Context: an optimization exercise on an open-source flow, tuned for small area, a short achievable clock period and few clock cycles per item. The choices shown serve that exercise and are no tape-out recipe.
In this exercise RTL edits were held to simulation tests only and were not proved equivalent to the original.

== P ==
==> flow/design.v (excerpt) <==
module dcache (
	input  logic        clk,
	input  logic        rst_n,
	input  logic        dp_ren,
	input  logic        dp_wen,
	input  logic        dp_atomic,
	input  logic        dp_halt,
	input  logic [31:0] dp_addr,
	input  logic [31:0] dp_store,
	output logic        dp_hit,
	output logic [31:0] dp_load,
	output logic        dp_flushed,
	output logic        mem_ren,
	output logic        mem_wen,
	output logic [31:0] mem_addr,
	output logic [31:0] mem_store,
	input  logic        mem_busy,
	input  logic [31:0] mem_load
);
Size in the first run: ~6800 cells after synthesis, roughly 1500 flip-flops, roughly 200 I/O pins, ~71000 µm² of cells after synthesis.
==> module dcache, before the edit <==
module dcache (
	input  logic        clk,
	input  logic        rst_n,
	input  logic        dp_ren,
	input  logic        dp_wen,
	input  logic        dp_atomic,
	input  logic        dp_halt,
	input  logic [31:0] dp_addr,
	input  logic [31:0] dp_store,
	output logic        dp_hit,
	output logic [31:0] dp_load,
	output logic        dp_flushed,
	output logic        mem_ren,
	output logic        mem_wen,
	output logic [31:0] mem_addr,
	output logic [31:0] mem_store,
	input  logic        mem_busy,
	input  logic [31:0] mem_load
);
	logic [7:0][1:0][1:0][31:0] datn_q;
	logic [7:0][1:0][25:0] tagn_q;
	logic [7:0][1:0] valid_q;
	logic [7:0][1:0] dirty_q;
	logic [7:0] lru_q;
	logic res_valid_q;
	logic [31:0] res_addr_q;
	logic [1:0] cnt_q;
	logic halted_q;
	logic fl_word_q;
	logic fl_any_q;
	logic [2:0] fl_set_q;
	logic fl_way_q;
	logic [25:0] a_tag;
	logic [2:0] a_set;
	logic a_w;
	assign a_tag = dp_addr[31:6];
	assign a_set = dp_addr[5:3];
	assign a_w = dp_addr[2];
	logic flush_mode;
	logic access;
	assign flush_mode = halted_q;
	assign access = (dp_ren | dp_wen) & ~flush_mode;
	logic fl_wen;
	logic fl_clr;
	logic [15:0] dmask;
	logic fl_any;
	logic [2:0] fl_set;
	logic fl_way;
	assign fl_wen = halted_q & fl_any_q;
	assign fl_clr = fl_wen & fl_word_q & ~mem_busy;
	always_comb begin
		dmask = valid_q & dirty_q;
		if (fl_clr) begin
			dmask[{fl_set_q, fl_way_q}] = 1'b0;
		end
		fl_any = |dmask;
		fl_set = '0;
		fl_way = 1'b0;
		for (int i = 15; i >= 0; i--) begin
			if (dmask[i]) begin
				fl_set = 3'(i >> 1);
				fl_way = i[0];
			end
		end
	end
	always_ff @(posedge clk) begin
		fl_any_q <= fl_any;
		fl_set_q <= fl_set;
		fl_way_q <= fl_way;
	end
	logic [2:0] r_set;
	logic r_word;
	assign r_set = flush_mode ? fl_set_q : a_set;
	assign r_word = flush_mode ? fl_word_q : (a_w ^ cnt_q[0]);
	logic [25:0] t0, t1;
	logic [31:0] d0, d1;
	assign t0 = ~tagn_q[r_set][0];
	assign t1 = ~tagn_q[r_set][1];
	assign d0 = ~datn_q[r_set][0][r_word];
	assign d1 = ~datn_q[r_set][1][r_word];
	logic lru_cur;
	logic vic_dirty;
	logic [1:0] way_hit;
	logic hit;
	logic [7:0] vd_set;
	always_comb begin
		for (int s = 0; s < 8; s++) begin
			vd_set[s] = lru_q[s] ? (valid_q[s][1] & dirty_q[s][1]) : (valid_q[s][0] & dirty_q[s][0]);
		end
	end
	assign lru_cur = lru_q[a_set];
	assign vic_dirty = vd_set[a_set];
	logic [7:0][1:0] match;
	always_comb begin
		for (int s = 0; s < 8; s++) begin
			for (int w = 0; w < 2; w++) begin
				match[s][w] = valid_q[s][w] & (tagn_q[s][w] == ~a_tag);
			end
		end
	end
	assign way_hit = match[a_set];
	assign hit = |way_hit;
	logic x_way;
	logic [25:0] x_tag;
	assign x_way = flush_mode ? fl_way_q : lru_cur;
	assign x_tag = x_way ? t1 : t0;
	logic [1:0] step;
	logic miss;
	logic is_wb;
	logic is_rd;
	logic m_word;
	logic fin;
	assign step = {cnt_q[1] | ~vic_dirty, cnt_q[0]};
	assign miss = access & ~hit;
	assign is_wb = miss & ~step[1];
	assign is_rd = miss & step[1];
	assign m_word = a_w ^ step[1] ^ step[0];
	assign fin = step[1] & step[0];
	logic res_match;
	logic store_ok;
	logic fill_done;
	logic done;
	assign res_match = res_valid_q & (res_addr_q == dp_addr);
	assign store_ok = dp_wen & (~dp_atomic | res_match);
	assign fill_done = is_rd & ~mem_busy;
	assign done = access & (hit | (fin & ~mem_busy));
	assign dp_hit = done;
	assign dp_flushed = halted_q & ~fl_any_q;
	assign mem_ren = is_rd;
	assign mem_wen = is_wb | fl_wen;
	assign mem_addr = {(flush_mode | ~step[1]) ? x_tag : a_tag, r_set,
		flush_mode ? fl_word_q : m_word, 2'b00};
	assign mem_store = x_way ? d1 : d0;
	logic [31:0] ld0, ld1;
	always_comb begin
		if (dp_wen & dp_atomic) begin
			ld0 = {31'b0, res_match};
			ld1 = {31'b0, res_match};
		end else if (fin) begin
			ld0 = mem_load;
			ld1 = mem_load;
		end else begin
			ld0 = d0;
			ld1 = d1;
		end
	end
	assign dp_load = way_hit[1] ? ld1 : ld0;
	logic use_way;
	logic [31:0] wdata;
	logic hit_wr;
	assign use_way = hit ? way_hit[1] : lru_cur;
	assign hit_wr = access & hit & store_ok;
	assign wdata = (hit | (step[0] & store_ok)) ? dp_store : mem_load;
	always_ff @(posedge clk) begin
		for (int s = 0; s < 8; s++) begin
			for (int w = 0; w < 2; w++) begin
				for (int o = 0; o < 2; o++) begin
					if (a_set == 3'(s) && use_way == 1'(w) &&
						((hit_wr && a_w == 1'(o)) || (fill_done && m_word == 1'(o)))) begin
						datn_q[s][w][o] <= ~wdata;
					end
				end
				if (fill_done && fin && a_set == 3'(s) && lru_cur == 1'(w)) begin
					tagn_q[s][w] <= ~a_tag;
				end
			end
		end
		if (done && dp_ren && dp_atomic) begin
			res_addr_q <= dp_addr;
		end
		if (done) begin
			if (!hit) begin
				dirty_q[a_set][lru_cur] <= store_ok;
			end else if (store_ok) begin
				dirty_q[a_set][use_way] <= 1'b1;
			end
		end
		if (fl_clr) begin
			dirty_q[fl_set_q][fl_way_q] <= 1'b0;
		end
	end
	always_ff @(posedge clk, negedge rst_n) begin
		if (!rst_n) begin
			valid_q <= '0;
			lru_q <= '0;
			res_valid_q <= 1'b0;
			cnt_q <= '0;
			halted_q <= 1'b0;
			fl_word_q <= 1'b0;
		end else begin
			if (dp_halt) begin
				halted_q <= 1'b1;
			end
			if (done) begin
				cnt_q <= '0;
				lru_q[a_set] <= ~use_way;
				if (!hit) begin
					valid_q[a_set][lru_cur] <= 1'b1;
				end
				if (dp_atomic) begin
					res_valid_q <= dp_ren;
				end else if (dp_wen && res_match) begin
					res_valid_q <= 1'b0;
				end
			end else if (miss && !mem_busy) begin
				cnt_q <= cnt_q + 2'd1;
			end
			if (fl_wen && !mem_busy) begin
				fl_word_q <= ~fl_word_q;
			end
		end
	end
endmodule
clock: 7.5 ns
lec_check: 0
abc_area: 1
cap_margin: 20
core_margin: 2
core_utilization: 60
cts_buf_list: sky130_fd_sc_hd__clkbuf_8
setup_slack_margin: 2.4
slew_margin: 20
tns_end_percent: 5
run.sh (not shown) runs the stock make flow with config.mk's settings and CLKGATE_MAP_FILE= SYNTH_SCRIPT=/design/flow/synth_recipe.tcl, a recipe that flattens the netlist after the stock synthesis.
Testbench counts of P, summed over its fixed seeds: cycles 18,969, accesses 8,000.
For Q, these inputs were changed with respect to P:
--- a/flow/design.v
+++ b/flow/design.v
@@ -19,6 +19,6 @@
 	input  logic [31:0] mem_load
 );
-	logic [7:0][1:0][1:0][31:0] datn_q;
-	logic [7:0][1:0][25:0] tagn_q;
+	logic [7:0][1:0][1:0][31:0] dat_q;
+	logic [7:0][1:0][25:0] tag_q;
 	logic [7:0][1:0] valid_q;
 	logic [7:0][1:0] dirty_q;
@@ -76,8 +76,8 @@
 	logic [25:0] t0, t1;
 	logic [31:0] d0, d1;
-	assign t0 = ~tagn_q[r_set][0];
-	assign t1 = ~tagn_q[r_set][1];
-	assign d0 = ~datn_q[r_set][0][r_word];
-	assign d1 = ~datn_q[r_set][1][r_word];
+	assign t0 = tag_q[r_set][0];
+	assign t1 = tag_q[r_set][1];
+	assign d0 = dat_q[r_set][0][r_word];
+	assign d1 = dat_q[r_set][1][r_word];
 	logic lru_cur;
 	logic vic_dirty;
@@ -96,5 +96,5 @@
 		for (int s = 0; s < 8; s++) begin
 			for (int w = 0; w < 2; w++) begin
-				match[s][w] = valid_q[s][w] & (tagn_q[s][w] == ~a_tag);
+				match[s][w] = valid_q[s][w] & (tag_q[s][w] == a_tag);
 			end
 		end
@@ -159,9 +159,9 @@
 					if (a_set == 3'(s) && use_way == 1'(w) &&
 						((hit_wr && a_w == 1'(o)) || (fill_done && m_word == 1'(o)))) begin
-						datn_q[s][w][o] <= ~wdata;
+						dat_q[s][w][o] <= wdata;
 					end
 				end
 				if (fill_done && fin && a_set == 3'(s) && lru_cur == 1'(w)) begin
-					tagn_q[s][w] <= ~a_tag;
+					tag_q[s][w] <= a_tag;
 				end
 			end
==> comparison <==
The flow did not stop early for Q: all stages ran, and the layout cleared the timing, DRC and antenna checks.
Final wirelength for Q: 5.6% down relative to P
Synthesized instance count: Q higher than P
The routed wirelength normalized by instance count in Q was lower than what P gave.
Q and P ended up with nearly the same sequential share of layout area.
~same final cell area excluding filler cells in Q and P
Per the comparison of Q with P, share of the clock period used by the worst path after layout neither gained nor lost much; synthesis-to-layout area growth fell by 2.3 points.
Any difference in total I/O pin count between P and Q is small enough to ignore.
Testbench counts of Q, summed over its fixed seeds: cycles 18,969, accesses 8,000.

[static timing again, ports no longer ideal]
How much do the figures lean on ideal ports? The routed layouts below were timed once more, with nothing changed but the port constraints.
Step 1 assumes that a clkbuf_16 drives the clock port and a buf_2 every other input.
Step 2 also shifts input and output timing later by t, the mid clock arrival at the registers, as if the neighbouring blocks saw the same clock.
Slacks: ideal / step 1 / step 2; pairs: ideal / step 1.
run	shift t [ns]	setup WS [ns]	latest minus earliest clock arrival (ns)
P	1.058	2.007 / 1.977 / 1.742	0.067 / 0.067
Q	1.060	2.013 / 1.942 / 1.391	0.081 / 0.081
After both steps setup and hold are still met in every run listed. For Q, which loses most, drivers alone change the setup slack by -0.071 ns; drivers and shift together by -0.622 ns.
